What follows belongs to an exercise in optimizing a design on an open flow for a short achievable clock period and few clock cycles; a production flow would make more cautious choices. The RTL was checked by simulation tests, not by an equivalence proof against the original design.

==> inputs of v33 <==
==> flow/design.v (excerpt) <==
module core_top (
    input  logic                  clk,
    input  logic                  i_arst_n,
    output logic [32-1:0] o_imem_raddr,
    input  logic [32-1:0] i_imem_rdata,
    output logic [32-1:0] o_dmem_addr,
    output logic [32-1:0] o_dmem_wdata,
    output logic                  o_dmem_we,
    output logic [3:0]            o_dmem_sel,
    input  logic [32-1:0] i_dmem_rdata
);
    localparam logic [5:0] OP_SPECIAL  = 6'h00;
    localparam logic [5:0] OP_SPECIAL2 = 6'h1c;
    localparam logic [5:0] OP_BEQ      = 6'h04;
    localparam logic [5:0] OP_BNE      = 6'h05;
    localparam logic [5:0] OP_ADDIU    = 6'h09;
    localparam logic [5:0] OP_ORI      = 6'h0d;
    localparam logic [5:0] OP_LUI      = 6'h0f;
    localparam logic [5:0] OP_LB       = 6'h20;
    localparam logic [5:0] OP_LW       = 6'h23;
    localparam logic [5:0] OP_LBU      = 6'h24;
    localparam logic [5:0] OP_SB       = 6'h28;
    localparam logic [5:0] OP_SW       = 6'h2b;
    localparam logic [5:0] FN_SLL  = 6'h00;
    localparam logic [5:0] FN_MUL  = 6'h02;
    localparam logic [5:0] FN_ADDU = 6'h21;
    localparam logic [5:0] FN_SUBU = 6'h23;
    localparam logic [5:0] FN_AND  = 6'h24;
  ...
Settings: LEC_CHECK=0, ABC_CLOCK_PERIOD_IN_PS=3500, CAP_MARGIN=20, CORE_MARGIN=2, CORE_UTILIZATION=45, PLACE_DENSITY=0.55, SLEW_MARGIN=20; clock period 12.0 ns.
standard.sh (not shown) runs the stock make flow with config.mk's settings and CLKGATE_MAP_FILE= SYNTH_SCRIPT=/design/flow/synth_recipe.tcl, a recipe that flattens the netlist after the stock synthesis.
==> flow/flow/run.sh <==
#!/bin/bash
# The standard ORFS layout (standard.sh: unchanged synthesis, floorplan, power grid,
# placement, CTS and routing) with two changes to how it is optimised:
#  - the port buffers that global placement adds on every input and output are buf_4
#    cells instead of the delay cell the resizer otherwise picks;
#  - the timing repair steps are asked to leave setup margin, so that the resizer keeps
#    optimising paths well past the 12 ns constraint.
# make's output goes to standard_make.log; ORFS keeps each tool's log under orfs/logs.
set -euo pipefail
export BUFFER_PORTS_ARGS="-buffer_cell sky130_fd_sc_hd__buf_4"
export SETUP_SLACK_MARGIN=9
export TNS_END_PERCENT=100
bash standard.sh > standard_make.log 2>&1
==> inputs of v5, as changes to v33 <==
--- a/flow/design.v
+++ b/flow/design.v
@@ -3211,14 +3211,16 @@
     logic [31:0] d_rt_val;
     logic        e_we;
     logic [4:0]  e_wa;
     logic [1:0]  e_kind;
     logic        e_br;
     logic        e_bne;
     logic        e_pred;
+    logic [31:2] e_tgt;
+    logic [31:2] e_fall;
     logic [31:2] e_fix;
     logic        e_add, e_and, e_or, e_xor, e_slt, e_sll, e_passb;
     logic        e_sub;
     logic [31:0] e_a;
     logic [31:0] e_b;
     logic [31:0] e_bx;
     logic [4:0]  e_sh;
@@ -3261,14 +3263,15 @@
     assign e_alu = ({32{e_add}}   & e_sum)
                  | ({32{e_and}}   & (e_a & e_b))
                  | ({32{e_or}}    & (e_a | e_b))
                  | ({32{e_xor}}   & (e_a ^ e_b))
                  | ({32{e_slt}}   & {31'b0, e_lt})
                  | ({32{e_sll}}   & e_shl)
                  | ({32{e_passb}} & e_b);
+    assign e_fix     = e_pred ? e_fall : e_tgt;
     assign e_taken   = (e_a == e_b) ^ e_bne;
     assign e_mispred = e_br && (e_taken != e_pred);
     mult_tree1 u_mul1 (
         .i_a (e_a),
         .i_b (e_b),
         .o_r (e_mr)
     );
@@ -3481,15 +3484,16 @@
         end
     end
     always_ff @(posedge clk) begin
         e_wa    <= wa;
         e_kind  <= is_ld ? K_LOAD : is_mul ? K_MUL : K_ALU;
         e_bne   <= (opcode == OP_BNE);
         e_pred  <= pred;
-        e_fix   <= pred ? br_fall : br_tgt;
+        e_tgt   <= br_tgt;
+        e_fall  <= br_fall;
         e_add   <= f_addu | f_subu | is_addiu;
         e_sub   <= f_subu | f_slt;
         e_and   <= f_and;
         e_or    <= f_or | is_ori;
         e_xor   <= f_xor;
         e_slt   <= f_slt;
         e_sll   <= f_sll;
--- a/flow/flow/run.sh
+++ b/flow/flow/run.sh
@@ -4,10 +4,10 @@
 #  - the port buffers that global placement adds on every input and output are buf_4
 #    cells instead of the delay cell the resizer otherwise picks;
 #  - the timing repair steps are asked to leave setup margin, so that the resizer keeps
 #    optimising paths well past the 12 ns constraint.
 # make's output goes to standard_make.log; ORFS keeps each tool's log under orfs/logs.
 set -euo pipefail
 export BUFFER_PORTS_ARGS="-buffer_cell sky130_fd_sc_hd__buf_4"
-export SETUP_SLACK_MARGIN=9
+export SETUP_SLACK_MARGIN=10
 export TNS_END_PERCENT=100
 bash standard.sh > standard_make.log 2>&1
==> inputs of v20, as changes to v33 <==
--- a/flow/design.v
+++ b/flow/design.v
@@ -3211,14 +3211,16 @@
     logic [31:0] d_rt_val;
     logic        e_we;
     logic [4:0]  e_wa;
     logic [1:0]  e_kind;
     logic        e_br;
     logic        e_bne;
     logic        e_pred;
+    logic [31:2] e_tgt;
+    logic [31:2] e_fall;
     logic [31:2] e_fix;
     logic        e_add, e_and, e_or, e_xor, e_slt, e_sll, e_passb;
     logic        e_sub;
     logic [31:0] e_a;
     logic [31:0] e_b;
     logic [31:0] e_bx;
     logic [4:0]  e_sh;
@@ -3261,14 +3263,15 @@
     assign e_alu = ({32{e_add}}   & e_sum)
                  | ({32{e_and}}   & (e_a & e_b))
                  | ({32{e_or}}    & (e_a | e_b))
                  | ({32{e_xor}}   & (e_a ^ e_b))
                  | ({32{e_slt}}   & {31'b0, e_lt})
                  | ({32{e_sll}}   & e_shl)
                  | ({32{e_passb}} & e_b);
+    assign e_fix     = e_pred ? e_fall : e_tgt;
     assign e_taken   = (e_a == e_b) ^ e_bne;
     assign e_mispred = e_br && (e_taken != e_pred);
     mult_tree1 u_mul1 (
         .i_a (e_a),
         .i_b (e_b),
         .o_r (e_mr)
     );
@@ -3481,15 +3484,16 @@
         end
     end
     always_ff @(posedge clk) begin
         e_wa    <= wa;
         e_kind  <= is_ld ? K_LOAD : is_mul ? K_MUL : K_ALU;
         e_bne   <= (opcode == OP_BNE);
         e_pred  <= pred;
-        e_fix   <= pred ? br_fall : br_tgt;
+        e_tgt   <= br_tgt;
+        e_fall  <= br_fall;
         e_add   <= f_addu | f_subu | is_addiu;
         e_sub   <= f_subu | f_slt;
         e_and   <= f_and;
         e_or    <= f_or | is_ori;
         e_xor   <= f_xor;
         e_slt   <= f_slt;
         e_sll   <= f_sll;
--- a/flow/flow/run.sh
+++ b/flow/flow/run.sh
@@ -4,10 +4,10 @@
 #  - the port buffers that global placement adds on every input and output are buf_4
 #    cells instead of the delay cell the resizer otherwise picks;
 #  - the timing repair steps are asked to leave setup margin, so that the resizer keeps
 #    optimising paths well past the 12 ns constraint.
 # make's output goes to standard_make.log; ORFS keeps each tool's log under orfs/logs.
 set -euo pipefail
 export BUFFER_PORTS_ARGS="-buffer_cell sky130_fd_sc_hd__buf_4"
-export SETUP_SLACK_MARGIN=9
+export SETUP_SLACK_MARGIN=10
 export TNS_END_PERCENT=100
 bash standard.sh > standard_make.log 2>&1
Settings changed: CORE_UTILIZATION 45 to 55, PLACE_DENSITY 0.55 to 0.65.
==> impl_metrics.yaml <==
cts:
  cts_buffers: 178
timing:
  fin_crit_ns: 4.175
status:
  outcome: "timing/DRC/antenna clean"
drt:
  dr_wl_met3_um: 66570
global_routing:
  first_global_vias: 75480
setup_path:
  max_stage_delay_ns: 0.43
placed_design:
  dpl_worst_slack_ns: 5.765
finish:
  sh_seq_area: 0.3605
floorplan:
  tap_cells: 2233
Source of the figures above: v20

==> impl_metrics.yaml <==
status:
  outcome: "timing/DRC/antenna clean"
global_routing:
  first_global_vias: 71790
  gr-usage-met3: 0.09938
setup_path:
  max_stage_delay_ns: 0.54
drt:
  dr_wl_met3_um: 50370
cts:
  cts_buffers: 184
timing:
  fin_crit_ns: 3.827
placed_design:
  dpl_worst_slack_ns: 5.695
finish:
  sh_seq_area: 0.3626
  regArea_mm2: 0.04555
yosys:
  postSynthAreaPerCell_um2: 12.91
floorplan:
  tap_cells: 2788
Source of the figures above: v33

==> impl_metrics.yaml <==
status:
  outcome: "timing/DRC/antenna clean"
setup_path:
  max_stage_delay_ns: 0.51
  crit_buf_inv: 1
finish:
  sh_seq_area: 0.3556
cts:
  cts_buffers: 190
placed_design:
  dpl_worst_slack_ns: 5.806
global_routing:
  first_global_vias: 73970
timing:
  fin_crit_ns: 4.382
worst_hold_path:
  min_delay_path_depth: 0
drt:
  dr_wl_met3_um: 52780
Source of the figures above: v5

Testbench counts of v33, summed over its fixed seeds: cycles 36,163.
Testbench counts of v5, summed over its fixed seeds: cycles 36,163.
Testbench counts of v20, summed over its fixed seeds: cycles 36,163.

==> separate check: timing with driven ports <==
In the flow no input, the clock included, has a driving cell. The finished layouts below were timed again as built, in two steps. Step 1, drivers: a clkbuf_16 drives clk and a buf_2 each remaining input, both assumed. Step 2 also shifts input and output timing later by t, the mid clock arrival at the registers, as if the neighbouring blocks saw the same clock. Slacks: ideal ports / drivers / drivers and shift; pairs: ideal ports / drivers.
| run | t (ns) | setup WS [ns] | worst setup path at the end | clock arrival spread, ns |
|---|---|---|---|---|
| v33 | 0.941 | 8.173 / 7.723 / 6.782 | input to register | 0.084 / 0.083 |
| v5 | 0.962 | 7.618 / 7.618 / 7.069 | input to register | 0.070 / 0.070 |
| v20 | 1.006 | 7.825 / 7.825 / 6.836 | input to register | 0.069 / 0.070 |
After both steps setup and hold are still met in every run listed. The setup slack of v33, which loses most, moves by -0.450 ns with the drivers and by -1.391 ns with both steps.
